This is an optimization exercise on Yosys and OpenROAD, whose aim is small area, not a production implementation.
In this exercise RTL edits were held to simulation tests only and were not proved equivalent to the original.
The flow treats the clock pin as an ideal source. Dropping or thinning the clock tree relies on that and would not hold on a real chip.
No activity file was given, so power comes from the tool's default toggle rates.

--- design/flow/run.sh ---
#!/bin/bash
# synth_recipe.tcl (not shown) runs the flow's synth.tcl, then flattens the netlist and writes it again
# the make line also repeats each setting of config.mk as NAME=value (left out here)
make -C /OpenROAD-flow-scripts/flow DESIGN_CONFIG=/design/flow/config.mk WORK_HOME=/design/flow/orfs CLKGATE_MAP_FILE= SYNTH_SCRIPT=/design/flow/synth_recipe.tcl finish
--- design/flow/config.mk ---
export PLATFORM = sky130hd
export DESIGN_NAME = ff_stuffer_top
export DESIGN_NICKNAME = ff_stuffer_top
export VERILOG_FILES = /design/flow/design.v
export SDC_FILE = /design/flow/constraint.sdc
export NUM_CORES = 4
export LEC_CHECK = 0
export CAP_MARGIN = 20
export CORE_MARGIN = 2
export CORE_UTILIZATION = 40
export SLEW_MARGIN = 20
--- design/flow/constraint.sdc ---
create_clock -name core_clock -period 5.0 [get_ports {clk}]
set_input_delay 1.0000 -clock core_clock [delete_from_list [all_inputs] [get_ports {clk}]]
set_output_delay 1.0000 -clock core_clock [all_outputs]
set_load 0.01 [all_outputs]
--- design/flow/design.v ---
package jpeg_byte_pkg;
    typedef logic [8-1:0] byte_t;
    typedef logic [4*8-1:0] word_t;
    typedef logic [8*8-1:0] group_data_t;
    typedef logic [$clog2(8+1)-1:0] group_len_t;
endpackage
package stuff_stream_pkg;
    typedef struct packed {
        logic [8*8-1:0]       data;   
        logic [$clog2(8+1)-1:0] len;    
    } stuffed_group_t;
    typedef struct packed {
        logic empty;
        logic full;
    } fifo_status_t;
endpackage
`timescale 1ns/1ps
module ff_stuffer_top (
    input  logic                 clk,
    input  logic                 rst,
    input  logic                 in_valid,    
    input  jpeg_byte_pkg::word_t in_word,
    output logic                 out_valid,
    output jpeg_byte_pkg::word_t out_word
);
    logic [7:0] a [4];           
    logic [3:0] g;               
    logic [3:0] n [4];           
    logic [7:0] b [1:3];         
    logic [1:3] f;               
    logic [2:0] k;               
    always_comb begin
        for (int i = 0; i < 4; i++) begin
            a[i] = in_word[(3-i)*8 +: 8];
            g[i] = (a[i] == 8'hFF);
        end
        n[0] = 4'd0;
        for (int i = 1; i < 4; i++)
            n[i] = n[i-1] + 4'd1 + {3'd0, g[i-1]};
        for (int i = 1; i < 4; i++)
            f[i] = (b[i] == 8'hFF);
    end
    always_comb begin
        for (int j = 0; j < 4; j++) begin
            logic [7:0] o;
            o = 8'h00;
            if ({1'b0, k} == 4'(j + 1) + {3'd0, f[3]})
                o = o | b[3];
            if ({1'b0, k} == 4'(j + 2) + {3'd0, f[2]} + {3'd0, f[3]})
                o = o | b[2];
            if ({1'b0, k} == 4'(j + 3) + {3'd0, f[1]} + {3'd0, f[2]} + {3'd0, f[3]})
                o = o | b[1];
            for (int i = 0; i <= j; i++)
                if ({1'b0, k} + n[i] == 4'(j))
                    o = o | a[i];
            out_word[(3-j)*8 +: 8] = o;
        end
    end
    assign out_valid = in_valid || k[2];
    always_ff @(posedge clk) begin
        if (in_valid) begin
            b[1] <= a[1];
            b[2] <= a[2];
            b[3] <= a[3];
        end
    end
    always_ff @(posedge clk) begin
        if (rst)
            k <= 3'd0;
        else if (in_valid)
            k <= {1'b0, k[1:0]} + 3'(g[0]) + 3'(g[1]) + 3'(g[2]) + 3'(g[3]);
        else if (k[2])
            k <= {1'b0, k[1:0]};
    end
endmodule
==> results of run 1 <==
[cell families (layout without fill, tap and decap cells)]
family          Yosys count  count (layout)  synth area share (%)
simple gates            189             189                  31.5
compound gates           76              76                  18.9
buf+inv                  53             155                  6.66
mux                      29              29                  8.39
flops                    27              27                  21.5
fa+ha+maj                25              25                  10.3
xor+xnor                  9               9                  2.80
[layout make-up]
type	count	area, um^2
flip-flops and latches	27	781
fillers	809	3830
inverters	27	106
multi-input cells	328	2740
repair buffers	124	1110
well taps	108	135
clock buffers	3	41.3
clock inverters	1	8.76
[metal layers]
layer	track usage (%)	vias to the layer above	share of wire, %
li1	-	1801	-
met1	37.4	1818	44
met2	46.8	179	48
met3	3.51	17	7.1
met4	5.58	0	1.3
met5	0	-	0
[sequential cells by signal, summed over array words and instances (netlist names)]
name	count
k	3
b	24
[Yosys cell counts, types with 2 or more instances]
cell type,number,area share (%)
sky130_fd_sc_hd__a22oi_1,8,1.7
sky130_fd_sc_hd__inv_1,26,2.7
sky130_fd_sc_hd__xor2_1,6,1.5
sky130_fd_sc_hd__nor4b_1,9,2.2
sky130_fd_sc_hd__nand2b_1,4,0.69
sky130_fd_sc_hd__buf_1,2,0.21
sky130_fd_sc_hd__clkbuf_1,9,0.93
sky130_fd_sc_hd__o211ai_1,8,1.7
sky130_fd_sc_hd__mux2_2,11,3.4
sky130_fd_sc_hd__and3_1,10,1.7
sky130_fd_sc_hd__nand4b_1,16,3.9
sky130_fd_sc_hd__mux2i_1,18,5.0
sky130_fd_sc_hd__nor3b_2,2,0.69
sky130_fd_sc_hd__buf_2,10,1.4
sky130_fd_sc_hd__edfxtp_1,24,20
sky130_fd_sc_hd__or2_2,6,1.0
sky130_fd_sc_hd__nand4_1,38,6.6
sky130_fd_sc_hd__a21oi_1,8,1.1
sky130_fd_sc_hd__nor3_1,25,3.5
sky130_fd_sc_hd__nor2_1,22,2.3
sky130_fd_sc_hd__buf_4,2,0.41
sky130_fd_sc_hd__nand2_1,42,4.4
sky130_fd_sc_hd__a22o_1,23,5.6
sky130_fd_sc_hd__nor4_4,2,1.2
sky130_fd_sc_hd__a221o_1,16,4.4
sky130_fd_sc_hd__ha_1,17,5.9
sky130_fd_sc_hd__buf_6,3,0.93
sky130_fd_sc_hd__dfxtp_1,3,1.7
sky130_fd_sc_hd__xnor2_2,2,0.90
sky130_fd_sc_hd__fa_1,8,4.4
sky130_fd_sc_hd__and3b_1,3,0.73
sky130_fd_sc_hd__a2111oi_2,8,3.3
[power by group]
part	switching (mW)	internal, mW	total (mW)
logic	0.0719	0.0875	0.159
registers	0.0293	0.264	0.293
clock network	0.0938	0.0591	0.153
total	0.195	0.411	0.606
[stage by stage]
stage / area, um^2 / total power, mW / utilization (%) / TNS [ns]
floorplan: 3620 / 0.339 / - / 0
global placement: 4730 / 0.462 / 54.0 / -9.85
detailed placement: 4730 / 0.463 / 54.0 / -10.73
CTS: 4880 / 0.604 / 55.7 / 0
global route: 4930 / 0.626 / 56.3 / 0
finish: 4930 / 0.606 / 56.3 / 0
[what timing repair did]
action | 4_1_cts | 5_1_grt
buffers inserted | 3 | 1
endpoints found under the hold margin | 0 | 0
pin swaps | 7 | 7
gates cloned | 1 | 0
endpoints found under the setup margin | 24 | 10
hold buffers | 0 | 0
resized for setup | 79 | 18
[worst min-delay path, delay by kind of cell, from the launching register on]
kind / cells / cell delay, ns
AND/OR/NAND/NOR: 1 / 0.05
flip-flops: 1 / 0.48
multiplexers: 1 / 0.19
[worst max-delay path by stage]
| stage | depth (start not counted) | startpoint | end | slack (ns) |
|---|---|---|---|---|
| floorplan | 14 | in_word[30] | out_word[5] | 0.32 |
| global placement | 14 | in_word[30] | out_word[5] | -0.66 |
| detailed placement | 14 | in_word[30] | out_word[5] | -0.73 |
| CTS | 13 | in_word[14] | out_word[0] | 0.06 |
| global route | 16 | in_word[22] | out_word[5] | 0.009 |
| finish | 16 | in_word[31] | out_word[2] | 0.11 |
==> run summary, run 1 <==
| Quantity | This run |
|---|---|
| Outcome | complete, no violations |
| Most common cell after layout, fill and taps aside | sky130_fd_sc_hd__buf_4 |
| Highest-count cells in the layout ignoring fill and taps | sky130_fd_sc_hd__buf_4 (49), sky130_fd_sc_hd__nand2_1 (42), sky130_fd_sc_hd__nand4_1 (38) |
| Buffer levels on the longest clock path | 2 |
| Number of global-route vias before repair | 3793 |
| Pwr Density | 123 nW/um^2 |
| Static leakage | 1.95 nW |
| Sequential share of the synthesized area | 21.5% |
| Clock network latency to the later pin of the worst-skew pair | 0.30 ns |
| Mean cell area of the mapped netlist | 8.88 um^2 |
| Startpoint type of the worst setup path | primary input |
| Port Buffer Count | 67 |
| MaxCap Viol Count | 0 |
| Most used DFF post-synth | sky130_fd_sc_hd__edfxtp_1 |
| Worst clock skew on the final layout | 0.000250 ns |
| Yosys warns | 4 |
| Via count | 3815 |
| Length in cells of the worst reg-to-reg path | 5 |
| Data required time at the worst endpoint | 4.00 ns |
| Rel. slew slack | 29.9% |
| Number of max-slew violations in the final report | 0 |
| Final hold viol count | 0 |
| Slowest cell on the critical path | sky130_fd_sc_hd__fa_2 |
| Portion of the clock cycle consumed by the worst path in the final layout | 97.7% |
| Final wirelength | 13600 um |
| Final std cells w/o fill | 618 |
| Core box area | 8760 um^2 |
| Min-delay src | k[1] |
| Peak fanout along the critical path | 8 |
| Cell area after technology mapping | 3620 um^2 |
| Site row count | 34 |
| Critical path, cell by cell | clkdlybuf4s15_1 > nand4_1 > or2_4 > inv_6 > ha_4 > inv_1 > ha_1 > inv_1 > ha_4 > fa_2 > xnor2_4 > buf_16 > nor4b_2 > mux2_4 > nand4b_1 > buf_2 |
| Height of the die | 99.2 um |
| Pre-antenna DRT Iters | 6 |
| CTS tree | yes |
| Gpl congestion | 0.941 |
| Setup repair after global routing missed its margin | no |
| Total nets after synthesis | 468 |
| Cells after DPL | 609 |
| Aggregate global routing overflow | 0 |
| Gr usage total | 27.4% |
| Class of the tightest hold or removal check | reg -> reg |
| Proportion of layout cells with a drive suffix above 1 | 25.1% |
| Buffers & Inverters on Critical Path | 6 |
| Total Die Area | 9840 um^2 |
| Share of async-settable or async-resettable flops after synthesis | 0% |
| HPWL reported at the end of detailed placement | 10400 um |
| Reg-to-reg startpoint | k[0] |
| Clock-pin slew of the registers on the worst-case setup and hold paths | 0.12 ns |
| R2R Setup Slk | 3.04 ns |
| Biggest cell delay along the critical path | 0.42 ns |
| Finish-stage setup viols | 0 |
| Startpoint-to-endpoint class of the critical path | in -> out |
| Detailed-route vias per instance | 6.17 |
| Pin count of the biggest net entering global routing | 35 |
| Count of distinct cell types in the synthesized netlist | 49 |
| EDFF count, synth | 24 |
| Die X-Extent | 99.2 um |
| Initial core utilization | 41.3% |
| Pre-CTS worst setup slack | -0.735 ns |
| Count of routing violations after the opening detailed-route iteration | 240 |
| H-tree level count | 1 |
| R2r endpoint | k[1] |
| Capturing element type of the critical path | output port |
| Worst-margin pin slew | 1.04 ns |
| Number of standard cells after synthesis | 408 |
| Sinks on the clock net | 27 |
| Endpoint with the worst hold slack | k[1] |
| Wirelength per Cell | 22.1 um |
| Data arrival at the endpoint of the critical path | 3.89 ns |
| Final min period | 4.89 ns |
| Worst Slack Setup Final | 0.115 ns |
| Total CTS buffers | 3 |
| Antenna violations before repair | 0 |
| Detailed-route DRC error count | 0 |
| Signed area change from the synthesized netlist to the final layout | 36.0% |
| Final Hold Slack | 0.755 ns |
| Worst path top cell family by delay | adder cells |
| Total I/O pin count | 68 |
| Maximum clock frequency | 205 MHz |
| Wire length of the first global-routing pass | 21200 um |
| Root buf cell | sky130_fd_sc_hd__clkbuf_8 |
| Post-layout net count | 571 |
| Worst hold path stage count | 2 |
| ANT cells | 0 |
| Maximum vdd drop | 108 uV |
| Final antenna-violating net count | 0 |
| Synthesized flop and latch total | 27 |
==> inputs of run 2 (changes only) <==
--- a/design/flow/design.v
+++ b/design/flow/design.v
@@ -26,18 +26,41 @@
     logic [7:0] a [4];           
     logic [3:0] g;               
-    logic [3:0] n [4];           
     logic [7:0] b [1:3];         
     logic [1:3] f;               
     logic [2:0] k;               
+    logic [7:0] kh;              
+    logic [3:0] sa [4];          
+    logic [3:0] sb [1:3];        
     always_comb begin
         for (int i = 0; i < 4; i++) begin
             a[i] = in_word[(3-i)*8 +: 8];
-            g[i] = (a[i] == 8'hFF);
+            g[i] = &a[i];
         end
-        n[0] = 4'd0;
         for (int i = 1; i < 4; i++)
-            n[i] = n[i-1] + 4'd1 + {3'd0, g[i-1]};
-        for (int i = 1; i < 4; i++)
-            f[i] = (b[i] == 8'hFF);
+            f[i] = &b[i];
+        for (int i = 0; i < 8; i++)
+            kh[i] = (k == 3'(i));
+    end
+    always_comb begin
+        for (int j = 0; j < 4; j++) begin
+            sb[3][j] = f[3] ? kh[j+2] : kh[j+1];
+            case ({f[2], f[3]})
+                2'b00:   sb[2][j] = kh[j+2];
+                2'b11:   sb[2][j] = (j + 4 < 8) ? kh[j+4] : 1'b0;
+                default: sb[2][j] = kh[j+3];
+            endcase
+            case ({f[1], f[2], f[3]})
+                3'b000:               sb[1][j] = kh[j+3];
+                3'b001, 3'b010, 3'b100: sb[1][j] = (j + 4 < 8) ? kh[j+4] : 1'b0;
+                3'b111:               sb[1][j] = (j + 6 < 8) ? kh[j+6] : 1'b0;
+                default:              sb[1][j] = (j + 5 < 8) ? kh[j+5] : 1'b0;
+            endcase
+            sa[0][j] = kh[j];
+            sa[1][j] = (j >= 1) && (g[0] ? (j >= 2 && kh[j-2]) : kh[j-1]);
+        end
+        sa[2] = 4'b0000;
+        sa[2][2] = kh[0] && !g[0] && !g[1];
+        sa[2][3] = kh[1] && !g[0] && !g[1] || kh[0] && (g[0] ^ g[1]);
+        sa[3] = {kh[0] && !g[0] && !g[1] && !g[2], 3'b000};
     end
     always_comb begin
@@ -45,13 +68,8 @@
             logic [7:0] o;
             o = 8'h00;
-            if ({1'b0, k} == 4'(j + 1) + {3'd0, f[3]})
-                o = o | b[3];
-            if ({1'b0, k} == 4'(j + 2) + {3'd0, f[2]} + {3'd0, f[3]})
-                o = o | b[2];
-            if ({1'b0, k} == 4'(j + 3) + {3'd0, f[1]} + {3'd0, f[2]} + {3'd0, f[3]})
-                o = o | b[1];
-            for (int i = 0; i <= j; i++)
-                if ({1'b0, k} + n[i] == 4'(j))
-                    o = o | a[i];
+            for (int i = 1; i < 4; i++)
+                o = o | ({8{sb[i][j]}} & b[i]);
+            for (int i = 0; i < 4; i++)
+                o = o | ({8{sa[i][j]}} & a[i]);
             out_word[(3-j)*8 +: 8] = o;
         end
==> run summary, run 2 <==
| Quantity | This run | Change |
|---|---|---|
| Outcome | complete, no violations | unchanged |
| Final wirelength | 11400 um | was 13600 um |
| Number of standard cells after synthesis | 328 | was 408 |
| Maximum vdd drop | 110 uV | was 108 uV |
| Finish-stage setup viols | 0 | unchanged |
| Pin count of the biggest net entering global routing | 39 | was 35 |
| Cell area after technology mapping | 2820 um^2 | was 3620 um^2 |
| Met2 track utilization from global routing | 40.8% | was 46.8% |
| Height of the die | 88.0 um | was 99.2 um |
| Final min period | 4.85 ns | was 4.89 ns |
| Share of async-settable or async-resettable flops after synthesis | 0% | unchanged |
| Maximum clock frequency | 206 MHz | was 205 MHz |
| Die X-Extent | 88.0 um | was 99.2 um |
| Worst clock skew on the final layout | 0.0000400 ns | was 0.000250 ns |
| Sinks on the clock net | 27 | unchanged |
| Detailed-route DRC error count | 0 | unchanged |
| Proportion of layout cells with a drive suffix above 1 | 12.3% | was 25.1% |
| Static leakage | 1.48 nW | was 1.95 nW |
| Aggregate global routing overflow | 0 | unchanged |
| Dominant cell by count in the synthesized netlist | sky130_fd_sc_hd__nand2_1 | unchanged |
| Largest register FFs | 24 | unchanged |
| Via count | 3349 | was 3815 |
| Power Total | 0.588 mW | was 0.606 mW |
| CTS tree | yes | unchanged |
| Data required time at the worst endpoint | 4.00 ns | about the same |
| Site row count | 30 | was 34 |
| Pre-antenna DRT Iters | 5 | was 6 |
| R2R Setup Slk | 3.16 ns | was 3.04 ns |
| Mean cell area of the mapped netlist | 8.60 um^2 | was 8.88 um^2 |
| Count of distinct cell types in the synthesized netlist | 56 | was 49 |
| Met3 Usage GRT | 5.37% | was 3.51% |
| Initial core utilization | 41.5% | was 41.3% |
| Core box area | 6790 um^2 | was 8760 um^2 |
| Clock network latency to the later pin of the worst-skew pair | 0.28 ns | was 0.30 ns |
| Fill cell total of the finished layout | 642 | was 809 |
| ANT cells | 0 | unchanged |
| Worst hold path stage count | 3 | was 2 |
| Highest-count cells in the layout ignoring fill and taps | sky130_fd_sc_hd__clkdlybuf4s50_1 (67), sky130_fd_sc_hd__nand2_1 (43), sky130_fd_sc_hd__buf_4 (31) | was sky130_fd_sc_hd__buf_4 (49), sky130_fd_sc_hd__nand2_1 (42), sky130_fd_sc_hd__nand4_1 (38) |
| Most used DFF post-synth | sky130_fd_sc_hd__edfxtp_1 | unchanged |
| EDFF count, synth | 24 | unchanged |
| Class of the tightest hold or removal check | reg -> reg | unchanged |
| Most common cell after layout, fill and taps aside | sky130_fd_sc_hd__clkdlybuf4s50_1 | was sky130_fd_sc_hd__buf_4 |
| Net switching power | 0.182 mW | was 0.195 mW |
| Rel. slew slack | 30.8% | was 29.9% |
| Pre-CTS worst setup slack | 0.278 ns | was -0.735 ns |
| Gpl congestion | 0.942 | was 0.941 |
| Detailed-route vias per instance | 6.58 | was 6.17 |
| Switching fraction of total power | 30.9% | was 32.2% |
| Total nets after synthesis | 372 | was 468 |
| Cell types with the largest area share after synthesis | sky130_fd_sc_hd__edfxtp_1 (26%), sky130_fd_sc_hd__a221o_1 (8.9%), sky130_fd_sc_hd__nand2_1 (5.7%) | was sky130_fd_sc_hd__edfxtp_1 (20%), sky130_fd_sc_hd__nand4_1 (6.6%), sky130_fd_sc_hd__ha_1 (5.9%) |
| Startpoint type of the worst setup path | flop | was primary input |
| Cell taking the most area after synthesis | sky130_fd_sc_hd__edfxtp_1 | unchanged |
| Synthesized flop and latch total | 27 | unchanged |
| Startpoint-to-endpoint class of the critical path | reg -> out | was in -> out |
| Proportion of power drawn by combinational gates | 27.1% | was 26.3% |
| Post-layout net count | 458 | was 571 |
| Portion of the clock cycle consumed by the worst path in the final layout | 97.0% | was 97.7% |
| Yosys warns | 8 | was 4 |
| Area fraction of the dominant cell type after synthesis | 25.6% | was 19.9% |
| Wirelength per Cell | 22.4 um | was 22.1 um |
| Port Buffer Count | 67 | unchanged |
| Total CTS buffers | 3 | unchanged |
| Buffer levels on the longest clock path | 2 | unchanged |
| Register with the most flip-flops | b | unchanged |
| Wire length of the first global-routing pass | 17600 um | was 21200 um |
| Root buf cell | sky130_fd_sc_hd__clkbuf_8 | unchanged |
| Pwr Density | 155 nW/um^2 | was 123 nW/um^2 |
| Most used routing layer | met1 | was met2 |
| Signed area change from the synthesized netlist to the final layout | 35.0% | was 36.0% |
| Number of max-slew violations in the final report | 0 | unchanged |
| Antenna violations before repair | 0 | unchanged |
| MaxCap Viol Count | 0 | unchanged |
| Capturing element type of the critical path | output port | unchanged |
| HPWL reported at the end of detailed placement | 8580 um | was 10400 um |
| Top cell types by occurrence after synthesis | sky130_fd_sc_hd__nand2_1 (43), sky130_fd_sc_hd__o21ai_0 (27), sky130_fd_sc_hd__a221o_1 (25) | was sky130_fd_sc_hd__nand2_1 (42), sky130_fd_sc_hd__nand4_1 (38), sky130_fd_sc_hd__inv_1 (26) |
| Clock-pin slew of the registers on the worst-case setup and hold paths | 0.10 ns | was 0.12 ns |
| Part of the total power dissipated in the clock network | 23.3% | was 25.2% |
| Number of global-route vias before repair | 3068 | was 3793 |
| Final antenna-violating net count | 0 | unchanged |
| Share of power burned in registers | 49.6% | was 48.4% |
| Length in cells of the worst reg-to-reg path | 5 | unchanged |
| Total Die Area | 7740 um^2 | was 9840 um^2 |
| Final hold viol count | 0 | unchanged |
| Data arrival at the endpoint of the critical path | 3.85 ns | was 3.89 ns |
| Worst Slack Setup Final | 0.152 ns | was 0.115 ns |
| Sequential share of the synthesized area | 27.7% | was 21.5% |
| Total I/O pin count | 68 | unchanged |
| Biggest regs | b x24, k x3 | unchanged |
| Worst-margin pin slew | 1.03 ns | was 1.04 ns |
| H-tree level count | 1 | unchanged |
| Met1 routing resource usage after global routing | 47.1% | was 37.4% |
| Peak fanout along the critical path | 9 | was 8 |
| Gr usage total | 29.9% | was 27.4% |
| Int Power | 0.407 mW | was 0.411 mW |
| Count of routing violations after the opening detailed-route iteration | 554 | was 240 |
-- run 2: cells by family after synthesis --
group | Yosys count | synth area share [%]
simple gates | 120 | 23.1
xor+xnor | 2 | 0.621
compound gates | 133 | 36.1
fa+ha+maj | 9 | 5.06
mux | 6 | 2.31
flops | 27 | 27.7
buf+inv | 31 | 5.15
-- run 2: layout make-up --
type	count	area (um^2)	share of cell area, %
clock buffers	3	41.3	1.08
inverters	14	57.6	1.51
clock inverters	1	5.00	0.131
flip-flops and latches	27	781	20.5
multi-input cells	270	1900	49.9
well taps	96	120	3.16
repair buffers	98	903	23.7
-- run 2: stage by stage --
stage,setup TNS (ns),hold slack [ns],area [um^2],instances,utilization (%)
2_1_floorplan,0,0.729,2820,328,-
3_3_place_gp,0,0.758,3720,500,54.7
3_5_place_dp,0,0.758,3720,500,54.7
4_1_cts,0,0.776,3760,504,55.4
5_1_grt,-0.00224,0.828,3810,509,56.0
6_report,0,0.775,3810,509,56.0
-- run 2: power by group through the flow --
stage | logic [mW] | registers, mW | clock network [mW]
final | 0.159 | 0.292 | 0.137
after global placement | 0.149 | 0.298 | 0
after global routing | 0.170 | 0.293 | 0.145
after detailed placement | 0.149 | 0.298 | 0
after floorplan | 0.0521 | 0.285 | 0
after CTS | 0.150 | 0.293 | 0.138
-- run 2: final timing paths --
path                               from            to
worst max-delay path            b[3][6]  out_word[14]
worst min-delay path               k[1]          k[1]
worst max register to register     k[0]          k[1]
worst min register to register     k[1]          k[1]
-- run 2: routing by layer --
| layer | wire length [um] | share of wire (%) |
|---|---|---|
| met5 | 0 | 0 |
| met4 | 229 | 2.0 |
| met1 | 5210 | 46 |
| met2 | 4740 | 42 |
| met3 | 1240 | 11 |
-- run 2: repair_timing --
action	in CTS	in global routing
setup endpoints to repair	0	17
setup buffers	0	5
gates resized for setup	0	2
hold buffers	0	0
-- run 2: worst max-delay path, stage by stage, from the launching register on --
cell	delay [ns]
sky130_fd_sc_hd__edfxtp_1	0.52
sky130_fd_sc_hd__nand4_2	0.27
sky130_fd_sc_hd__or2_4	0.38
sky130_fd_sc_hd__clkinv_4	0.10
sky130_fd_sc_hd__fa_1	0.54
sky130_fd_sc_hd__o22ai_1	0.24
sky130_fd_sc_hd__mux2i_1	0.14
sky130_fd_sc_hd__a311o_2	0.51
sky130_fd_sc_hd__a221o_1	0.38
sky130_fd_sc_hd__clkdlybuf4s50_1	0.48
==> inputs of run 3 (changes only) <==
--- a/design/flow/design.v
+++ b/design/flow/design.v
@@ -51,8 +51,8 @@
             endcase
             case ({f[1], f[2], f[3]})
-                3'b000:               sb[1][j] = kh[j+3];
-                3'b001, 3'b010, 3'b100: sb[1][j] = (j + 4 < 8) ? kh[j+4] : 1'b0;
-                3'b111:               sb[1][j] = (j + 6 < 8) ? kh[j+6] : 1'b0;
-                default:              sb[1][j] = (j + 5 < 8) ? kh[j+5] : 1'b0;
+                3'b000:                 sb[1][j] = (j < 2) && kh[j+3];
+                3'b001, 3'b010, 3'b100: sb[1][j] = (j < 2) && kh[j+4];
+                3'b111:                 sb[1][j] = (j < 2) && kh[j+6];
+                default:                sb[1][j] = (j < 2) && kh[j+5];
             endcase
             sa[0][j] = kh[j];
==> design/flow/flow/run.sh (new file) <==
#!/bin/bash
# Standard layout with two changes: ABC maps for area, and the port buffers
# are the smallest buffer (the resizer still upsizes them where timing needs).
set -euo pipefail
work=$(pwd)
export MY_ABC_SCRIPT=$work/flow/area.abc
export BUFFER_PORTS_ARGS="-buffer_cell sky130_fd_sc_hd__buf_1"
sed "s|SYNTH_SCRIPT=[^ ]*|SYNTH_SCRIPT=$work/flow/my_synth.tcl|" standard.sh > my_standard.sh
grep -q "SYNTH_SCRIPT=$work/flow/my_synth.tcl" my_standard.sh
bash my_standard.sh > flow.log 2>&1 || { tail -50 flow.log; exit 1; }
for f in orfs/logs/*/ff_stuffer_top/base/*.log; do cp "$f" "log_$(basename "$f")"; done
==> design/flow/flow/area.abc (new file) <==
strash
&get -n
&st
&dch
&nf -R 1000
&put
==> design/flow/flow/my_synth.tcl (new file) <==
proc synth {args} { yosys synth -nofsm -noshare {*}$args }
# Same synthesis as synth_recipe.tcl, with ABC's mapping script swapped for
# an area-oriented one (registers are mapped before ABC and stay as they are)
proc abc {args} {
  set i [lsearch -exact $args -script]
  if { $i >= 0 && [info exists ::env(MY_ABC_SCRIPT)] } { lset args [expr {$i + 1}] $::env(MY_ABC_SCRIPT) }
  yosys abc {*}$args
}
source $::env(SCRIPTS_DIR)/synth.tcl
# left out here: clear keep_hierarchy, flatten, clean up, hide names made inside functions, write 1_2_yosys.v
==> design/flow/standard.sh (new file) <==
#!/bin/bash
# synth_recipe.tcl (not shown) runs the flow's synth.tcl, then flattens the netlist and writes it again
# the make line also repeats each setting of config.mk as NAME=value (left out here)
make -C /OpenROAD-flow-scripts/flow DESIGN_CONFIG=/design/flow/config.mk WORK_HOME=/design/flow/orfs CLKGATE_MAP_FILE= SYNTH_SCRIPT=/design/flow/synth_recipe.tcl "${@:-finish}"
removed: design/flow/run.sh
==> run summary, run 3 <==
| Quantity | This run | Change |
|---|---|---|
| Outcome | complete, no violations | unchanged |
| Height of the die | 76.0 um | was 88.0 um |
| Port Buffer Count | 67 | unchanged |
| Total I/O pin count | 68 | unchanged |
| Data required time at the worst endpoint | 4.00 ns | about the same |
| Largest register FFs | 24 | unchanged |
| Register with the most flip-flops | b | unchanged |
| Clock-pin slew of the registers on the worst-case setup and hold paths | 0.09 ns | was 0.10 ns |
| Total negative slack | 0 ns | unchanged |
| Number of global-route vias before repair | 2316 | was 3068 |
| Share of the core filled with cells in the final layout | 49.9% | was 56.0% |
| Maximum vdd drop | 114 uV | was 110 uV |
| Total nets after synthesis | 271 | was 372 |
| Final antenna-violating net count | 0 | unchanged |
| Final min period | 4.38 ns | was 4.85 ns |
| EDFF count, synth | 24 | unchanged |
| Mean cell area of the mapped netlist | 9.09 um^2 | was 8.60 um^2 |
| Maximum clock frequency | 228 MHz | was 206 MHz |
| Setup crit end | out_word[2] | was out_word[14] |
| Gpl congestion | 0.900 | was 0.942 |
| Worst Slack Setup Final | 0.623 ns | was 0.152 ns |
| Peak fanout along the critical path | 9 | unchanged |
| Wire length of the first global-routing pass | 12000 um | was 17600 um |
| Buffer levels on the longest clock path | 2 | unchanged |
| Most common cell after layout, fill and taps aside | sky130_fd_sc_hd__buf_1 | was sky130_fd_sc_hd__clkdlybuf4s50_1 |
| Cell area after technology mapping | 2070 um^2 | was 2820 um^2 |
| Min-delay src | k[0] | was k[1] |
| Dominant cell by count in the synthesized netlist | sky130_fd_sc_hd__nand2_1 | unchanged |
| Wirelength per Cell | 20.3 um | was 22.4 um |
| Number of standard cells after synthesis | 228 | was 328 |
| Setup repair after global routing missed its margin | no |  |
| Signed area change from the synthesized netlist to the final layout | 21.4% | was 35.0% |
| Count of routing violations after the opening detailed-route iteration | 396 | was 554 |
| Root buf cell | sky130_fd_sc_hd__clkbuf_8 | unchanged |
| Proportion of power drawn by combinational gates | 16.5% | was 27.1% |
| Die X-Extent | 76.0 um | was 88.0 um |
| Final Hold Slack | 0.709 ns | was 0.775 ns |
| Sequential share of the synthesized area | 37.7% | was 27.7% |
| Portion of the clock cycle consumed by the worst path in the final layout | 87.5% | was 97.0% |
| Part of the total power dissipated in the clock network | 25.6% | was 23.3% |
| Final wirelength | 7650 um | was 11400 um |
| Worst-margin pin slew | 1.05 ns | was 1.03 ns |
| ANT cells | 0 | unchanged |
| H-tree level count | 1 | unchanged |
| Proportion of layout cells with a drive suffix above 1 | 3.58% | was 12.3% |
| Detailed-route DRC error count | 0 | unchanged |
| Pre-CTS worst setup slack | 0.740 ns | was 0.278 ns |
| Clock network latency to the later pin of the worst-skew pair | 0.27 ns | was 0.28 ns |
| Number of max-slew violations in the final report | 0 | unchanged |
| Share of async-settable or async-resettable flops after synthesis | 0% | unchanged |
| Core box area | 5040 um^2 | was 6790 um^2 |
| Switching fraction of total power | 29.5% | was 30.9% |
| Most used DFF post-synth | sky130_fd_sc_hd__edfxtp_1 | unchanged |
| Highest-count cells in the layout ignoring fill and taps | sky130_fd_sc_hd__buf_1 (67), sky130_fd_sc_hd__nand2_1 (58), sky130_fd_sc_hd__a222oi_1 (32) | was sky130_fd_sc_hd__clkdlybuf4s50_1 (67), sky130_fd_sc_hd__nand2_1 (43), sky130_fd_sc_hd__buf_4 (31) |
| Total Die Area | 5770 um^2 | was 7740 um^2 |
| Site row count | 26 | was 30 |
| Worst setup path startpoint | in_word[27] | was b[3][6] |
| HPWL reported at the end of detailed placement | 5700 um | was 8580 um |
| Gr usage total | 25.9% | was 29.9% |
| Synthesized flop and latch total | 27 | unchanged |
| Post-layout net count | 351 | was 458 |
| Aggregate global routing overflow | 0 | unchanged |
| Top cell types by occurrence after synthesis | sky130_fd_sc_hd__nand2_1 (58), sky130_fd_sc_hd__a222oi_1 (32), sky130_fd_sc_hd__edfxtp_1 (24) | was sky130_fd_sc_hd__nand2_1 (43), sky130_fd_sc_hd__o21ai_0 (27), sky130_fd_sc_hd__a221o_1 (25) |
| Number of cells upsized or downsized after cts | 0 | unchanged |
| Yosys warns | 11 | was 8 |
| Capturing element type of the critical path | output port | unchanged |
| Int Power | 0.349 mW | was 0.407 mW |
| Final hold viol count | 0 | unchanged |
| Antenna violations before repair | 0 | unchanged |
| Cell taking the most area after synthesis | sky130_fd_sc_hd__edfxtp_1 | unchanged |
| Class of the tightest hold or removal check | reg -> reg | unchanged |
| Pwr Density | 197 nW/um^2 | was 155 nW/um^2 |
| Rel. slew slack | 29.5% | was 30.8% |
| Reg-to-reg startpoint | k[0] | unchanged |
| Startpoint-to-endpoint class of the critical path | in -> out | was reg -> out |
| Pin count of the biggest net entering global routing | 29 | was 39 |
| Share of power burned in registers | 57.9% | was 49.6% |
| Total CTS buffers | 3 | unchanged |
| Biggest regs | b x24, k x3 | unchanged |
| Pre-antenna DRT Iters | 5 | unchanged |
| Detailed-route vias per instance | 6.63 | was 6.58 |
| Count of hold buffers inserted by post-cts repair | 0 | unchanged |
| CTS tree | yes | unchanged |
| Finish-stage setup viols | 0 | unchanged |
| Initial core utilization | 41.1% | was 41.5% |
| R2R Setup Slk | 3.32 ns | was 3.16 ns |
| Via count | 2498 | was 3349 |
| Cell types with the largest area share after synthesis | sky130_fd_sc_hd__edfxtp_1 (35%), sky130_fd_sc_hd__a222oi_1 (15%), sky130_fd_sc_hd__nand2_1 (11%) | was sky130_fd_sc_hd__edfxtp_1 (26%), sky130_fd_sc_hd__a221o_1 (8.9%), sky130_fd_sc_hd__nand2_1 (5.7%) |
| Count of distinct cell types in the synthesized netlist | 29 | was 56 |
| Static leakage | 0.902 nW | was 1.48 nW |
| Area fraction of the dominant cell type after synthesis | 34.8% | was 25.6% |
| Net switching power | 0.146 mW | was 0.182 mW |
| Startpoint type of the worst setup path | primary input | was flop |
| Worst clock skew on the final layout | 0.000200 ns | was 0.0000400 ns |
| Buffers inserted by post-CTS timing repair | 0 | unchanged |
| Length in cells of the worst reg-to-reg path | 4 | was 5 |
| Sinks on the clock net | 27 | unchanged |
| MaxCap Viol Count | 0 | unchanged |
| Data arrival at the endpoint of the critical path | 3.38 ns | was 3.85 ns |
| R2r endpoint | k[1] | unchanged |
[run 3: critical path, stage by stage]
cell and delay (ns):
sky130_fd_sc_hd__buf_1 0.15, sky130_fd_sc_hd__nand4_1 0.16, sky130_fd_sc_hd__nor2_1 0.13, sky130_fd_sc_hd__nor2b_1 0.51, sky130_fd_sc_hd__nor2b_1 0.20, sky130_fd_sc_hd__buf_4 0.17
sky130_fd_sc_hd__nor2b_1 0.52, sky130_fd_sc_hd__a22oi_1 0.20, sky130_fd_sc_hd__nand3_1 0.16, sky130_fd_sc_hd__buf_1 0.16
[run 3: cells by family after synthesis]
logic type	share of synthesized area, %
AO/OA/AOI/OAI	26.8
adder cells (fa/ha/maj)	5.92
buffers and inverters	0.543
flip-flops	37.7
multiplexers	3.08
AND/OR/NAND/NOR	26.0
[run 3: worst min path at each step]
stage / to / slack (ns) / cells after the start
after floorplan: k[0] / 0.61 / 2
after global placement: k[0] / 0.68 / 2
after detailed placement: k[0] / 0.70 / 2
after CTS: k[0] / 0.72 / 2
after global routing: k[0] / 0.74 / 2
final: k[0] / 0.71 / 2
[run 3: stage by stage]
step,power (mW),cell area (um^2),instances
after floorplan,0.316,2070,228
after global placement,0.372,2470,373
after detailed placement,0.371,2470,373
after CTS,0.493,2520,377
after global routing,0.517,2520,377
final,0.495,2520,377
[run 3: cell type report]
class,count,area (um^2)
well taps,70,87.6
repair buffers,75,312
clock buffers,4,45.0
inverters,3,11.3
multi-input cells,198,1280
fillers,529,2530
flip-flops and latches,27,781
[run 3: power groups by stage]
stage | Sequential [mW] | Combinational [mW] | Clock, mW
floorplan | 0.282 | 0.0347 | 0
global placement | 0.290 | 0.0811 | 0
detailed placement | 0.290 | 0.0807 | 0
CTS | 0.285 | 0.0812 | 0.127
global route | 0.287 | 0.0892 | 0.140
finish | 0.286 | 0.0818 | 0.127
[run 3: per-layer routing]
| layer | track usage [%] | wire, um | up-vias |
|---|---|---|---|
| met1 | 35.4 | 3090 | 1187 |
| met5 | 0 | 0 | - |
| met2 | 41.4 | 3640 | 182 |
| met4 | 9.09 | 138 | 0 |
| met3 | 4.74 | 795 | 13 |
| li1 | - | - | 1116 |
==> inputs of run 4 (changes only) <==
--- a/design/flow/design.v
+++ b/design/flow/design.v
@@ -42,25 +42,28 @@
             kh[i] = (k == 3'(i));
     end
+    logic [3:0] fs;              
+    logic [2:0] fs23;            
+    logic [3:0] kh_lo;           
     always_comb begin
+        fs23[0] = !f[2] && !f[3];
+        fs23[1] = f[2] ^ f[3];
+        fs23[2] = f[2] && f[3];
+        fs[0] = fs23[0] && !f[1];
+        fs[1] = fs23[0] && f[1] || fs23[1] && !f[1];
+        fs[2] = fs23[1] && f[1] || fs23[2] && !f[1];
+        fs[3] = fs23[2] && f[1];
+        kh_lo = kh[3:0];
         for (int j = 0; j < 4; j++) begin
-            sb[3][j] = f[3] ? kh[j+2] : kh[j+1];
-            case ({f[2], f[3]})
-                2'b00:   sb[2][j] = kh[j+2];
-                2'b11:   sb[2][j] = (j + 4 < 8) ? kh[j+4] : 1'b0;
-                default: sb[2][j] = kh[j+3];
-            endcase
-            case ({f[1], f[2], f[3]})
-                3'b000:                 sb[1][j] = (j < 2) && kh[j+3];
-                3'b001, 3'b010, 3'b100: sb[1][j] = (j < 2) && kh[j+4];
-                3'b111:                 sb[1][j] = (j < 2) && kh[j+6];
-                default:                sb[1][j] = (j < 2) && kh[j+5];
-            endcase
-            sa[0][j] = kh[j];
-            sa[1][j] = (j >= 1) && (g[0] ? (j >= 2 && kh[j-2]) : kh[j-1]);
+            sb[3][j] = f[3] && kh[j+2] || !f[3] && kh[j+1];
+            sb[2][j] = fs23[0] && kh[j+2] || fs23[1] && kh[j+3] || fs23[2] && (j + 4 < 8) && kh[(j+4)%8];
+            sb[1][j] = (j < 2) && (fs[0] && kh[(j+3)%8] || fs[1] && kh[(j+4)%8] ||
+                                   fs[2] && kh[(j+5)%8] || fs[3] && kh[(j+6)%8]);
         end
+        sa[0] = kh_lo;
+        sa[1] = g[0] ? {kh_lo[1:0], 2'b00} : {kh_lo[2:0], 1'b0};
         sa[2] = 4'b0000;
-        sa[2][2] = kh[0] && !g[0] && !g[1];
-        sa[2][3] = kh[1] && !g[0] && !g[1] || kh[0] && (g[0] ^ g[1]);
-        sa[3] = {kh[0] && !g[0] && !g[1] && !g[2], 3'b000};
+        sa[2][2] = kh_lo[0] && !g[0] && !g[1];
+        sa[2][3] = kh_lo[1] && !g[0] && !g[1] || kh_lo[0] && (g[0] ^ g[1]);
+        sa[3] = {kh_lo[0] && !g[0] && !g[1] && !g[2], 3'b000};
     end
     always_comb begin
==> run summary, run 4 <==
| Quantity | This run | Change |
|---|---|---|
| Largest register FFs | 24 | unchanged |
| Wire length of the first global-routing pass | 11100 um | was 12000 um |
| Most used DFF post-synth | sky130_fd_sc_hd__edfxtp_1 | unchanged |
| R2r endpoint | k[1] | unchanged |
| Worst-margin pin slew | 0.882 ns | was 1.05 ns |
| Reg-to-reg startpoint | k[0] | unchanged |
| Total CTS buffers | 3 | unchanged |
| Height of the die | 75.8 um | was 76.0 um |
| Site row count | 26 | unchanged |
| Min-delay src | k[0] | unchanged |
| Most common cell after layout, fill and taps aside | sky130_fd_sc_hd__buf_1 | unchanged |
| Maximum clock frequency | 236 MHz | was 228 MHz |
| Data arrival at the endpoint of the critical path | 3.23 ns | was 3.38 ns |
| Synthesized flop and latch total | 27 | unchanged |
| Share of the core filled with cells in the final layout | 49.1% | was 49.9% |
| Number of standard cells after synthesis | 233 | was 228 |
| Number of global-route vias before repair | 2096 | was 2316 |
| Mean cell area of the mapped netlist | 8.84 um^2 | was 9.09 um^2 |
| Pwr Density | 205 nW/um^2 | was 197 nW/um^2 |
| Count of hold buffers inserted by post-cts repair | 0 | unchanged |
| Total negative slack | 0 ns | unchanged |
| Capturing element type of the critical path | output port | unchanged |
| Share of async-settable or async-resettable flops after synthesis | 0% | unchanged |
| Worst setup path startpoint | b[3][6] | was in_word[27] |
| Length in cells of the worst reg-to-reg path | 4 | unchanged |
| Die X-Extent | 75.8 um | was 76.0 um |
| Post-layout net count | 350 | was 351 |
| Sinks on the clock net | 27 | unchanged |
| Count of distinct cell types in the synthesized netlist | 25 | was 29 |
| Antenna violations before repair | 0 | unchanged |
| Highest-count cells in the layout ignoring fill and taps | sky130_fd_sc_hd__buf_1 (67), sky130_fd_sc_hd__nand2_1 (51), sky130_fd_sc_hd__a222oi_1 (33) | was sky130_fd_sc_hd__buf_1 (67), sky130_fd_sc_hd__nand2_1 (58), sky130_fd_sc_hd__a222oi_1 (32) |
| Final Hold Slack | 0.652 ns | was 0.709 ns |
| Initial core utilization | 40.8% | was 41.1% |
| Fill cell total of the finished layout | 540 | was 529 |
| Final wirelength | 7230 um | was 7650 um |
| Rel. slew slack | 41.0% | was 29.5% |
| XOR/XNOR Fraction of Synth Area | 0% | unchanged |
| Core box area | 5040 um^2 | unchanged |
| Adder and majority cell fraction of the synthesized area | 4.74% | was 5.92% |
| H-tree level count | 1 | unchanged |
| Dominant cell by count in the synthesized netlist | sky130_fd_sc_hd__nand2_1 | unchanged |
| Proportion of layout cells with a drive suffix above 1 | 2.60% | was 3.58% |
| Via count | 2358 | was 2498 |
| Portion of the clock cycle consumed by the worst path in the final layout | 84.7% | was 87.5% |
| Buffers inserted by post-CTS timing repair | 0 | unchanged |
| Worst hold path stage count | 2 | unchanged |
| Total nets after synthesis | 274 | was 271 |
| ANT cells | 0 | unchanged |
| EDFF count, synth | 24 | unchanged |
| Pre-antenna DRT Iters | 8 | was 5 |
| Count of routing violations after the opening detailed-route iteration | 419 | was 396 |
| Port Buffer Count | 67 | unchanged |
| MaxCap Viol Count | 0 | unchanged |
| Detailed-route DRC error count | 0 | unchanged |
| Gr usage total | 25.7% | was 25.9% |
| Detailed-route vias per instance | 6.24 | was 6.63 |
| CTS tree | yes | unchanged |
| Root buf cell | sky130_fd_sc_hd__clkbuf_8 | unchanged |
| Buffer levels on the longest clock path | 2 | unchanged |
| Worst clock skew on the final layout | 0.0000301 ns | was 0.000200 ns |
| Startpoint type of the worst setup path | flop | was primary input |
| Fraction of synthesized area in multiplexers | 3.04% | was 3.08% |
| R2R Setup Slk | 3.38 ns | was 3.32 ns |
| Total I/O pin count | 68 | unchanged |
| Top cell types by occurrence after synthesis | sky130_fd_sc_hd__nand2_1 (51), sky130_fd_sc_hd__a222oi_1 (33), sky130_fd_sc_hd__edfxtp_1 (24) | was sky130_fd_sc_hd__nand2_1 (58), sky130_fd_sc_hd__a222oi_1 (32), sky130_fd_sc_hd__edfxtp_1 (24) |
| Clock network latency to the later pin of the worst-skew pair | 0.28 ns | was 0.27 ns |
| Aggregate global routing overflow | 0 | unchanged |
| Static leakage | 0.815 nW | was 0.902 nW |
| Number of max-slew violations in the final report | 0 | unchanged |
| Cell area after technology mapping | 2060 um^2 | was 2070 um^2 |
| Data required time at the worst endpoint | 4.00 ns | about the same |
| Startpoint-to-endpoint class of the critical path | reg -> out | was in -> out |
| Peak fanout along the critical path | 8 | was 9 |
| Final antenna-violating net count | 0 | unchanged |
| Final hold viol count | 0 | unchanged |
| Setup repair after global routing missed its margin | no | unchanged |
| Final min period | 4.23 ns | was 4.38 ns |
| Cell types with the largest area share after synthesis | sky130_fd_sc_hd__edfxtp_1 (35%), sky130_fd_sc_hd__a222oi_1 (16%), sky130_fd_sc_hd__nand2_1 (9.3%) | was sky130_fd_sc_hd__edfxtp_1 (35%), sky130_fd_sc_hd__a222oi_1 (15%), sky130_fd_sc_hd__nand2_1 (11%) |
| Cell taking the most area after synthesis | sky130_fd_sc_hd__edfxtp_1 | unchanged |
| Register with the most flip-flops | b | unchanged |
| Gpl congestion | 0.907 | was 0.900 |
| Signed area change from the synthesized netlist to the final layout | 20.3% | was 21.4% |
| Wirelength per Cell | 19.1 um | was 20.3 um |
| Yosys warns | 5 | was 11 |
| Fraction of the mapped netlist area in compound gates | 27.5% | was 26.8% |
| Dominant combinational cell family by area after synthesis | compound AO/OA/AOI/OAI gates | unchanged |
| Pin count of the biggest net entering global routing | 29 | unchanged |
| Maximum vdd drop | 139 uV | was 114 uV |
| Number of cells upsized or downsized after cts | 0 | unchanged |
| Basic-gate share of the synthesized area counting and, or, nand and nor cells | 24.1% | was 26.0% |
| Total Die Area | 5740 um^2 | was 5770 um^2 |
| Finish-stage setup viols | 0 | unchanged |
| Endpoint with the worst hold slack | k[0] | unchanged |
| Sequential share of the synthesized area | 37.9% | was 37.7% |
| HPWL reported at the end of detailed placement | 5500 um | was 5700 um |
| Outcome | complete, no violations | unchanged |
| Biggest regs | b x24, k x3 | unchanged |
| Area fraction of the dominant cell type after synthesis | 35.0% | was 34.8% |
| Class of the tightest hold or removal check | reg -> reg | unchanged |
| Clock-pin slew of the registers on the worst-case setup and hold paths | 0.11 ns | was 0.09 ns |
[run 4: report_power, final]
part	switching (mW)	internal, mW
clock network	0.0798	0.0569
logic	0.0534	0.0305
registers	0.0234	0.264
total	0.157	0.351
[run 4: logic make-up (layout without fill, tap and decap cells)]
group	Yosys count	after routing
DFF	27	27
adders and majority gates	6	6
buffers and inverters	15	90
AOI/OAI and AO/OA	69	69
muxes	6	6
and+or+nand+nor	110	110
[run 4: cell type report]
cell class | count | area [um^2] | area share (%)
well taps | 70 | 87.6 | 3.54
repair buffers | 71 | 282 | 11.4
clock inverters | 1 | 7.51 | 0.303
inverters | 15 | 56.3 | 2.27
clock buffers | 3 | 41.3 | 1.67
multi-input cells | 191 | 1220 | 49.3
flip-flops and latches | 27 | 781 | 31.5
[run 4: critical path, stage by stage (launching register included)]
cell and delay (ns):
sky130_fd_sc_hd__edfxtp_1 0.49, sky130_fd_sc_hd__nand4_1 0.14, sky130_fd_sc_hd__nor2_1 0.43, sky130_fd_sc_hd__clkinv_1 0.15, sky130_fd_sc_hd__ha_1 0.39, sky130_fd_sc_hd__mux2i_1 0.21, sky130_fd_sc_hd__clkinv_1 0.09, sky130_fd_sc_hd__a21oi_1 0.14
sky130_fd_sc_hd__o21ai_0 0.09, sky130_fd_sc_hd__buf_4 0.17, sky130_fd_sc_hd__a222oi_1 0.38, sky130_fd_sc_hd__nand3_1 0.12, sky130_fd_sc_hd__buf_1 0.14
[run 4: worst max path at each step]
stage	to	slack, ns	depth (start not counted)
after floorplan	out_word[23]	1.54	10
after global placement	out_word[1]	1.07	10
after detailed placement	out_word[1]	1.06	10
after CTS	out_word[23]	0.80	12
after global routing	out_word[23]	0.54	12
final	out_word[23]	0.77	12
[run 4: metrics by stage]
stage                     instance area [um^2]  std cells  power (mW)  setup slack [ns]
final                                     2480        378       0.508             0.765
after global routing                      2480        378       0.527             0.541
after CTS                                 2480        378       0.505             0.800
after detailed placement                  2430        374       0.374              1.06
after global placement                    2430        374       0.373              1.07
after floorplan                           2060        233       0.320              1.54
[run 4: metal layers]
metal / track usage (%) / vias to the layer above / part of all wire, %
li1: - / 1103 / -
met1: 40.0 / 1097 / 45
met2: 38.1 / 151 / 44
met3: 3.31 / 7 / 9.9
met4: 5.46 / 0 / 0.83
met5: 0 / - / 0
==> inputs of run 5 (changes only) <==
==> design/flow/flow/run.sh (replaced) <==
#!/bin/bash
# Standard layout with these changes: ABC restructures and maps for area,
# the port buffers are the smallest buffer (the resizer still upsizes them
# where timing needs), and CTS adds no dummy load.
set -euo pipefail
work=$(pwd)
export MY_ABC_SCRIPT=$work/flow/area.abc
export BUFFER_PORTS_ARGS="-buffer_cell sky130_fd_sc_hd__buf_1"
# ORFS's default CTS arguments, without the dummy load cell
export CTS_ARGS="-sink_clustering_enable -repair_clock_nets -dont_use_dummy_load"
sed "s|SYNTH_SCRIPT=[^ ]*|SYNTH_SCRIPT=$work/flow/my_synth.tcl|" standard.sh > my_standard.sh
grep -q "SYNTH_SCRIPT=$work/flow/my_synth.tcl" my_standard.sh
bash my_standard.sh > flow.log 2>&1 || { tail -50 flow.log; exit 1; }
for f in orfs/logs/*/ff_stuffer_top/base/*.log; do cp "$f" "log_$(basename "$f")"; done
==> design/flow/flow/area.abc (replaced) <==
strash
&get -n
&st
&deepsyn -T 30
&dch -f
&nf -R 1000
&put
--- a/design/flow/config.mk
+++ b/design/flow/config.mk
@@ -9,3 +9,4 @@
 export CORE_MARGIN = 2
 export CORE_UTILIZATION = 40
+export GPL_TIMING_DRIVEN = 0
 export SLEW_MARGIN = 20
==> run summary, run 5 <==
| Quantity | This run | Change |
|---|---|---|
| Outcome | complete, no violations | unchanged |
| Gpl congestion | 0.917 | was 0.907 |
| Aggregate global routing overflow | 0 | unchanged |
| Worst clock skew on the final layout | 0.0000559 ns | was 0.0000301 ns |
| Height of the die | 74.3 um | was 75.8 um |
| Cell taking the most area after synthesis | sky130_fd_sc_hd__edfxtp_1 | unchanged |
| Number of cells upsized or downsized after cts | 0 | unchanged |
| Final hold viol count | 0 | unchanged |
| Portion of the clock cycle consumed by the worst path in the final layout | 92.8% | was 84.7% |
| Maximum vdd drop | 104 uV | was 139 uV |
| ANT cells | 0 | unchanged |
| Total negative slack | 0 ns | unchanged |
| Length in cells of the worst reg-to-reg path | 3 | was 4 |
| Final std cells w/o fill | 358 | was 378 |
| Core box area | 4750 um^2 | was 5040 um^2 |
| Startpoint type of the worst setup path | flop | unchanged |
| Total nets after synthesis | 262 | was 274 |
| Number of standard cells after synthesis | 221 | was 233 |
| Number of global-route vias before repair | 2028 | was 2096 |
| Die X-Extent | 74.3 um | was 75.8 um |
| CTS tree | yes | unchanged |
| Root buf cell | sky130_fd_sc_hd__clkbuf_8 | unchanged |
| Startpoint-to-endpoint class of the critical path | reg -> out | unchanged |
| Antenna violations before repair | 0 | unchanged |
| Initial core utilization | 41.5% | was 40.8% |
| Sequential share of the synthesized area | 39.5% | was 37.9% |
| Fill cell total of the finished layout | 495 | was 540 |
| Detailed-route DRC error count | 0 | unchanged |
| Buffers inserted by post-CTS timing repair | 0 | unchanged |
| R2R Setup Slk | 3.27 ns | was 3.38 ns |
| Register with the most flip-flops | b | unchanged |
| Total Die Area | 5510 um^2 | was 5740 um^2 |
| Reg-to-reg startpoint | k[0] | unchanged |
| Largest register FFs | 24 | unchanged |
| Data required time at the worst endpoint | 4.00 ns | about the same |
| Site row count | 25 | was 26 |
| Min-delay src | k[1] | was k[0] |
| Setup repair after global routing missed its margin | no | unchanged |
| HPWL reported at the end of detailed placement | 5200 um | was 5500 um |
| Worst-margin pin slew | 0.986 ns | was 0.882 ns |
| Count of routing violations after the opening detailed-route iteration | 533 | was 419 |
| Share of async-settable or async-resettable flops after synthesis | 0% | unchanged |
| Power Total | 0.495 mW | was 0.508 mW |
| Final wirelength | 7030 um | was 7230 um |
| Total I/O pin count | 68 | unchanged |
| Worst hold path stage count | 1 | was 2 |
| Total CTS buffers | 3 | unchanged |
| R2r endpoint | k[1] | unchanged |
| Dominant cell by count in the synthesized netlist | sky130_fd_sc_hd__nand2_1 | unchanged |
| Most used DFF post-synth | sky130_fd_sc_hd__edfxtp_1 | unchanged |
| Cell area after technology mapping | 1970 um^2 | was 2060 um^2 |
| Pin count of the biggest net entering global routing | 28 | was 29 |
| Wire length of the first global-routing pass | 10500 um | was 11100 um |
| Clock network latency to the later pin of the worst-skew pair | 0.28 ns | about the same |
| Endpoint with the worst hold slack | k[1] | was k[0] |
| Pwr Density | 210 nW/um^2 | was 205 nW/um^2 |
| EDFF count, synth | 24 | unchanged |
| Gr usage total | 25.3% | was 25.7% |
| Count of distinct cell types in the synthesized netlist | 24 | was 25 |
| Class of the tightest hold or removal check | reg -> reg | unchanged |
| Area fraction of the dominant cell type after synthesis | 36.5% | was 35.0% |
| Mean cell area of the mapped netlist | 8.93 um^2 | was 8.84 um^2 |
| Post-layout net count | 334 | was 350 |
| Final min period | 4.64 ns | was 4.23 ns |
| Cell types with the largest area share after synthesis | sky130_fd_sc_hd__edfxtp_1 (37%), sky130_fd_sc_hd__a222oi_1 (16%), sky130_fd_sc_hd__nand2_1 (13%) | was sky130_fd_sc_hd__edfxtp_1 (35%), sky130_fd_sc_hd__a222oi_1 (16%), sky130_fd_sc_hd__nand2_1 (9.3%) |
| Share of the core filled with cells in the final layout | 49.7% | was 49.1% |
| Maximum clock frequency | 215 MHz | was 236 MHz |
| Finish-stage setup viols | 0 | unchanged |
| Clock-pin slew of the registers on the worst-case setup and hold paths | 0.09 ns | was 0.11 ns |
| Cells after DPL | 355 | was 374 |
| Rel. slew slack | 33.6% | was 41.0% |
| Top cell types by occurrence after synthesis | sky130_fd_sc_hd__nand2_1 (66), sky130_fd_sc_hd__a222oi_1 (32), sky130_fd_sc_hd__nand3_1 (27) | was sky130_fd_sc_hd__nand2_1 (51), sky130_fd_sc_hd__a222oi_1 (33), sky130_fd_sc_hd__edfxtp_1 (24) |
| H-tree level count | 1 | unchanged |
| Via count | 2312 | was 2358 |
| Highest-count cells in the layout ignoring fill and taps | sky130_fd_sc_hd__nand2_1 (66), sky130_fd_sc_hd__buf_1 (66), sky130_fd_sc_hd__a222oi_1 (32) | was sky130_fd_sc_hd__buf_1 (67), sky130_fd_sc_hd__nand2_1 (51), sky130_fd_sc_hd__a222oi_1 (33) |
| Buffer levels on the longest clock path | 2 | unchanged |
| Proportion of layout cells with a drive suffix above 1 | 2.06% | was 2.60% |
| Data arrival at the endpoint of the critical path | 3.64 ns | was 3.23 ns |
| Capturing element type of the critical path | output port | unchanged |
| Count of hold buffers inserted by post-cts repair | 0 | unchanged |
| Wirelength per Cell | 19.6 um | was 19.1 um |
| Biggest regs | b x24, k x3 | unchanged |
| MaxCap Viol Count | 0 | unchanged |
| Synthesized flop and latch total | 27 | unchanged |
| Port Buffer Count | 67 | unchanged |
| Sinks on the clock net | 27 | unchanged |
| Signed area change from the synthesized netlist to the final layout | 19.6% | was 20.3% |
| Peak fanout along the critical path | 11 | was 8 |
| Yosys warns | 5 | unchanged |
| Detailed-route vias per instance | 6.46 | was 6.24 |
| Pre-antenna DRT Iters | 9 | was 8 |
| Final antenna-violating net count | 0 | unchanged |
| Static leakage | 0.758 nW | was 0.815 nW |
| Number of max-slew violations in the final report | 0 | unchanged |
## run 5: cell families after synthesis
family	after synthesis	synth area share, %
adders and majority gates	6	4.94
muxes	6	3.30
and+or+nand+nor	126	28.2
AOI/OAI and AO/OA	49	22.7
buffers and inverters	7	1.33
DFF	27	39.5
## run 5: per-layer routing
metal	track usage, %	up-vias	share of wire (%)
met3	6.50	6	12
met2	37.6	173	44
li1	-	1046	-
met1	36.9	1087	43
met5	0	-	0
met4	6.94	0	0.61
## run 5: worst max path at each step
stage	startpoint	end
floorplan	in_word[29]	out_word[0]
global placement	k[0]	out_word[2]
detailed placement	in_word[28]	out_word[1]
CTS	k[0]	out_word[1]
global route	k[0]	out_word[0]
finish	k[0]	out_word[1]
## run 5: cell type report
type                            count  area [um^2]  share of cell area (%)
Inverter                            7         26.3                    1.11
Multi-Input combinational cell    187         1180                    49.8
Timing Repair Buffer               67          253                    10.7
Sequential cell                    27          781                    33.1
Clock buffer                        3         41.3                    1.75
Tap cell                           67         83.8                    3.55
## run 5: where the power goes
group	internal (mW)	leakage [nW]	switching, mW
Combinational	0.0287	0.478	0.0503
Clock	0.0543	0.0216	0.0750
Sequential	0.264	0.259	0.0224
Total	0.347	0.758	0.148
## run 5: per-stage QoR
stage,hold WS (ns),setup slack [ns],area [um^2]
floorplan,0.580,1.46,1970
global placement,0.626,0.252,2310
detailed placement,0.649,0.573,2320
CTS,0.662,0.387,2360
global route,0.690,0.0739,2360
finish,0.668,0.358,2360
## run 5: critical path, stage by stage (launching register included)
cell                      delay [ns]
sky130_fd_sc_hd__dfxtp_1        0.47
sky130_fd_sc_hd__nor3_2         0.74
sky130_fd_sc_hd__nor2b_1        0.62
sky130_fd_sc_hd__and2_0         0.55
sky130_fd_sc_hd__nor2b_1        0.51
sky130_fd_sc_hd__a22oi_1        0.18
sky130_fd_sc_hd__nand3_1        0.14
sky130_fd_sc_hd__buf_1          0.16
==> inputs of run 6 (changes only) <==
--- a/design/flow/flow/run.sh
+++ b/design/flow/flow/run.sh
@@ -2,5 +2,6 @@
 # Standard layout with these changes: ABC restructures and maps for area,
 # the port buffers are the smallest buffer (the resizer still upsizes them
-# where timing needs), and CTS adds no dummy load.
+# where timing needs), and the clock tree is one buffer
+# (CTS adds no dummy load, and its leaf buffers are merged into the root).
 set -euo pipefail
 work=$(pwd)
@@ -9,4 +10,7 @@
 # ORFS's default CTS arguments, without the dummy load cell
 export CTS_ARGS="-sink_clustering_enable -repair_clock_nets -dont_use_dummy_load"
+# After CTS, drive all registers from the root clock buffer alone
+export POST_CTS_TCL=$work/flow/onebuf.tcl
+export ONEBUF_CELL=sky130_fd_sc_hd__clkbuf_16
 sed "s|SYNTH_SCRIPT=[^ ]*|SYNTH_SCRIPT=$work/flow/my_synth.tcl|" standard.sh > my_standard.sh
 grep -q "SYNTH_SCRIPT=$work/flow/my_synth.tcl" my_standard.sh
==> design/flow/flow/onebuf.tcl (new file) <==
# Collapse the clock tree to its root buffer: the leaf buffers' sinks move to
# the root buffer's output net, and the root buffer is sized to drive them.
set block [ord::get_db_block]
set root [$block findInst clkbuf_0_clk]
set rootnet [[$root findITerm X] getNet]
foreach inst [$block getInsts] {
  set m [[$inst getMaster] getName]
  if { $inst == $root || ![string match sky130_fd_sc_hd__clkbuf_* $m] } { continue }
  set in [[$inst findITerm A] getNet]
  if { $in != $rootnet } { continue }
  set out [[$inst findITerm X] getNet]
  foreach it [$out getITerms] {
    if { [$it getInst] == $inst } { continue }
    $it disconnect
    $it connect $rootnet
  }
  [$inst findITerm A] disconnect
  [$inst findITerm X] disconnect
  puts "removed clock buffer [$inst getName]"
  odb::dbInst_destroy $inst
  odb::dbNet_destroy $out
}
replace_cell clkbuf_0_clk $::env(ONEBUF_CELL)
detailed_placement
estimate_parasitics -placement
--- a/design/flow/config.mk
+++ b/design/flow/config.mk
@@ -8,5 +8,5 @@
 export CAP_MARGIN = 20
 export CORE_MARGIN = 2
-export CORE_UTILIZATION = 40
+export CORE_UTILIZATION = 60
 export GPL_TIMING_DRIVEN = 0
 export SLEW_MARGIN = 20
==> run summary, run 6 <==
| Quantity | This run | Change |
|---|---|---|
| Outcome | complete, no violations | unchanged |
| Class of the tightest hold or removal check | reg -> reg | unchanged |
| Sequential share of the synthesized area | 39.5% | unchanged |
| Final wirelength | 6440 um | was 7030 um |
| Setup repair after global routing missed its margin | no | unchanged |
| Cell area after technology mapping | 1970 um^2 | unchanged |
| Detailed-route vias per instance | 7.09 | was 6.46 |
| Wire length of the first global-routing pass | 9470 um | was 10500 um |
| Number of standard cells after synthesis | 221 | unchanged |
| Final std cells w/o fill | 333 | was 358 |
| Signed area change from the synthesized netlist to the final layout | 17.4% | was 19.6% |
| Area fraction of the dominant cell type after synthesis | 36.5% | unchanged |
| Detailed-route DRC error count | 0 | unchanged |
| Die X-Extent | 61.4 um | was 74.3 um |
| Most used DFF post-synth | sky130_fd_sc_hd__edfxtp_1 | unchanged |
| HPWL reported at the end of detailed placement | 4710 um | was 5200 um |
| Number of global-route vias before repair | 1929 | was 2028 |
| Final Hold Slack | 0.692 ns | was 0.668 ns |
| Worst Slack Setup Final | 0.508 ns | was 0.358 ns |
| Post-route cell area | 2320 um^2 | was 2360 um^2 |
| Startpoint type of the worst setup path | flop | unchanged |
| Synthesized flop and latch total | 27 | unchanged |
| Worst clock skew on the final layout | 0.0000493 ns | was 0.0000559 ns |
| Clock-pin slew of the registers on the worst-case setup and hold paths | 0.11 ns | was 0.09 ns |
| Cell types with the largest area share after synthesis | sky130_fd_sc_hd__edfxtp_1 (37%), sky130_fd_sc_hd__a222oi_1 (16%), sky130_fd_sc_hd__nand2_1 (13%) | unchanged |
| Sinks on the clock net | 27 | unchanged |
| Startpoint-to-endpoint class of the critical path | reg -> out | unchanged |
| Cell taking the most area after synthesis | sky130_fd_sc_hd__edfxtp_1 | unchanged |
| Pin count of the biggest net entering global routing | 28 | unchanged |
| Finish-stage setup viols | 0 | unchanged |
| Initial core utilization | 63.6% | was 41.5% |
| Largest register FFs | 24 | unchanged |
| Clock network latency to the later pin of the worst-skew pair | 0.17 ns | was 0.28 ns |
| Via count | 2361 | was 2312 |
| Number of max-slew violations in the final report | 0 | unchanged |
| Total negative slack | 0 ns | unchanged |
| Static leakage | 0.749 nW | was 0.758 nW |
| Data required time at the worst endpoint | 4.00 ns | about the same |
| Total Die Area | 3770 um^2 | was 5510 um^2 |
| Gr usage total | 36.5% | was 25.3% |
| Share of the core filled with cells in the final layout | 74.7% | was 49.7% |
| Dominant cell by count in the synthesized netlist | sky130_fd_sc_hd__nand2_1 | unchanged |
| Gpl congestion | 0.959 | was 0.917 |
| Cells after DPL | 332 | was 355 |
| Count of distinct cell types in the synthesized netlist | 24 | unchanged |
| Site row count | 20 | was 25 |
| Maximum vdd drop | 156 uV | was 104 uV |
| Total I/O pin count | 68 | unchanged |
| Power Total | 0.463 mW | was 0.495 mW |
| MaxCap Viol Count | 0 | unchanged |
| Final hold viol count | 0 | unchanged |
| ANT cells | 0 | unchanged |
| Rel. slew slack | 34.2% | was 33.6% |
| Antenna violations before repair | 0 | unchanged |
| Capturing element type of the critical path | output port | unchanged |
| Worst hold path stage count | 1 | unchanged |
| Aggregate global routing overflow | 0 | unchanged |
| Biggest regs | b x24, k x3 | unchanged |
| Final antenna-violating net count | 0 | unchanged |
| Length in cells of the worst reg-to-reg path | 3 | unchanged |
| Maximum clock frequency | 223 MHz | was 215 MHz |
| Total nets after synthesis | 262 | unchanged |
| Post-layout net count | 332 | was 334 |
| Port Buffer Count | 67 | unchanged |
| Height of the die | 61.4 um | was 74.3 um |
| Worst-margin pin slew | 0.977 ns | was 0.986 ns |
| Yosys warns | 5 | unchanged |
| Pre-antenna DRT Iters | 11 | was 9 |
| Highest-count cells in the layout ignoring fill and taps | sky130_fd_sc_hd__nand2_1 (66), sky130_fd_sc_hd__buf_1 (66), sky130_fd_sc_hd__a222oi_1 (32) | unchanged |
| Top cell types by occurrence after synthesis | sky130_fd_sc_hd__nand2_1 (66), sky130_fd_sc_hd__a222oi_1 (32), sky130_fd_sc_hd__nand3_1 (27) | unchanged |
| Share of async-settable or async-resettable flops after synthesis | 0% | unchanged |
| EDFF count, synth | 24 | unchanged |
| Portion of the clock cycle consumed by the worst path in the final layout | 89.8% | was 92.8% |
| Count of routing violations after the opening detailed-route iteration | 742 | was 533 |
| Pwr Density | 200 nW/um^2 | was 210 nW/um^2 |
| Core box area | 3100 um^2 | was 4750 um^2 |
| Data arrival at the endpoint of the critical path | 3.49 ns | was 3.64 ns |
| Pre-CTS worst setup slack | 0.655 ns | was 0.573 ns |
| Mean cell area of the mapped netlist | 8.93 um^2 | unchanged |
| Final min period | 4.49 ns | was 4.64 ns |
| Peak fanout along the critical path | 11 | unchanged |
| Register with the most flip-flops | b | unchanged |
| Proportion of layout cells with a drive suffix above 1 | 1.38% | was 2.06% |
| Placement Cell Area | 2290 um^2 | was 2320 um^2 |
| Wirelength per Cell | 19.3 um | was 19.6 um |
==> run 6: cell types whose count changed in the layout (fill, tap and decap cells not counted), sizes merged <==
cell,previous run,this run
clkbuf,3,1
==> run 6: cells by family after synthesis <==
| family | Yosys count | synth area share (%) |
|---|---|---|
| muxes | 6 | 3.30 |
| and+or+nand+nor | 126 | 28.2 |
| DFF | 27 | 39.5 |
| buffers and inverters | 7 | 1.33 |
| AOI/OAI and AO/OA | 49 | 22.7 |
| adders and majority gates | 6 | 4.94 |
==> run 6: cell type report <==
| cell class | instances | area, um^2 |
|---|---|---|
| Multi-Input combinational cell | 187 | 1180 |
| Fill cell | 269 | 786 |
| Sequential cell | 27 | 781 |
| Timing Repair Buffer | 67 | 253 |
| Tap cell | 44 | 55.1 |
| Inverter | 7 | 26.3 |
| Clock buffer | 1 | 25.0 |
==> run 6: worst max-delay path, stage by stage (launching register included) <==
cell                      delay (ns)
sky130_fd_sc_hd__dfxtp_1        0.45
sky130_fd_sc_hd__nor3_2         0.71
sky130_fd_sc_hd__nor2b_1        0.60
sky130_fd_sc_hd__and2_0         0.55
sky130_fd_sc_hd__nor2b_1        0.51
sky130_fd_sc_hd__a22oi_1        0.17
sky130_fd_sc_hd__nand3_1        0.13
sky130_fd_sc_hd__buf_1          0.19
==> run 6: layer usage <==
layer  wire length, um  vias to the layer above  track usage [%]
met1              2370                     1029             53.4
li1                  -                     1039                -
met4               176                        0             8.51
met3              1000                       35             5.25
met5                 0                        -                0
met2              2890                      258             58.1
==> run 6: path summary, 6_finish.rpt <==
| kind | from | to | slack (ns) |
|---|---|---|---|
| worst max-delay path | k[0] | out_word[1] | 0.51 |
| worst min register to register | k[1] | k[1] | 0.69 |
| worst min-delay path | k[1] | k[1] | 0.69 |
| worst max register to register | k[0] | k[1] | 3.28 |
==> run 6: report_power, final <==
part           total, mW  switching, mW  internal [mW]
logic             0.0784         0.0497         0.0287
registers          0.286         0.0223          0.264
clock network     0.0981         0.0608         0.0373

-- port drivers added, routing unchanged --
The results above use ideal ports. As a check the final layouts listed here were re-extracted and re-timed, cells and wires unchanged. Step 1 assumes that a clkbuf_16 drives the clock port and a buf_2 every other input. Step 2, shift: input delay + t, output delay - t, t = (earliest + latest rising clock arrival at the registers) / 2. This alone moves slack from input paths to output paths. Three values: ideal ports, drivers, drivers and shift; two values: the first two.
| run | shift t [ns] | slack for setup (ns) | worst setup path after step 2 | cell pins on the clock port's net |
|---|---|---|---|---|
| run 1 | 0.329 | 0.115 / 0.081 / 0.081 | input to output | 1 |
| run 2 | 0.316 | 0.152 / 0.121 / 0.142 | input to output | 1 |
| run 3 | 0.301 | 0.623 / 0.600 / 0.600 | input to output | 1 |
| run 4 | 0.313 | 0.765 / 0.737 / 0.980 | input to output | 1 |
| run 5 | 0.303 | 0.358 / 0.332 / 0.502 | input to output | 1 |
| run 6 | 0.199 | 0.508 / 0.476 / 0.521 | input to output | 1 |
After both steps every run listed still meets setup and hold. For run 1, which loses most, drivers alone change the setup slack by -0.034 ns; drivers and shift together by -0.034 ns.
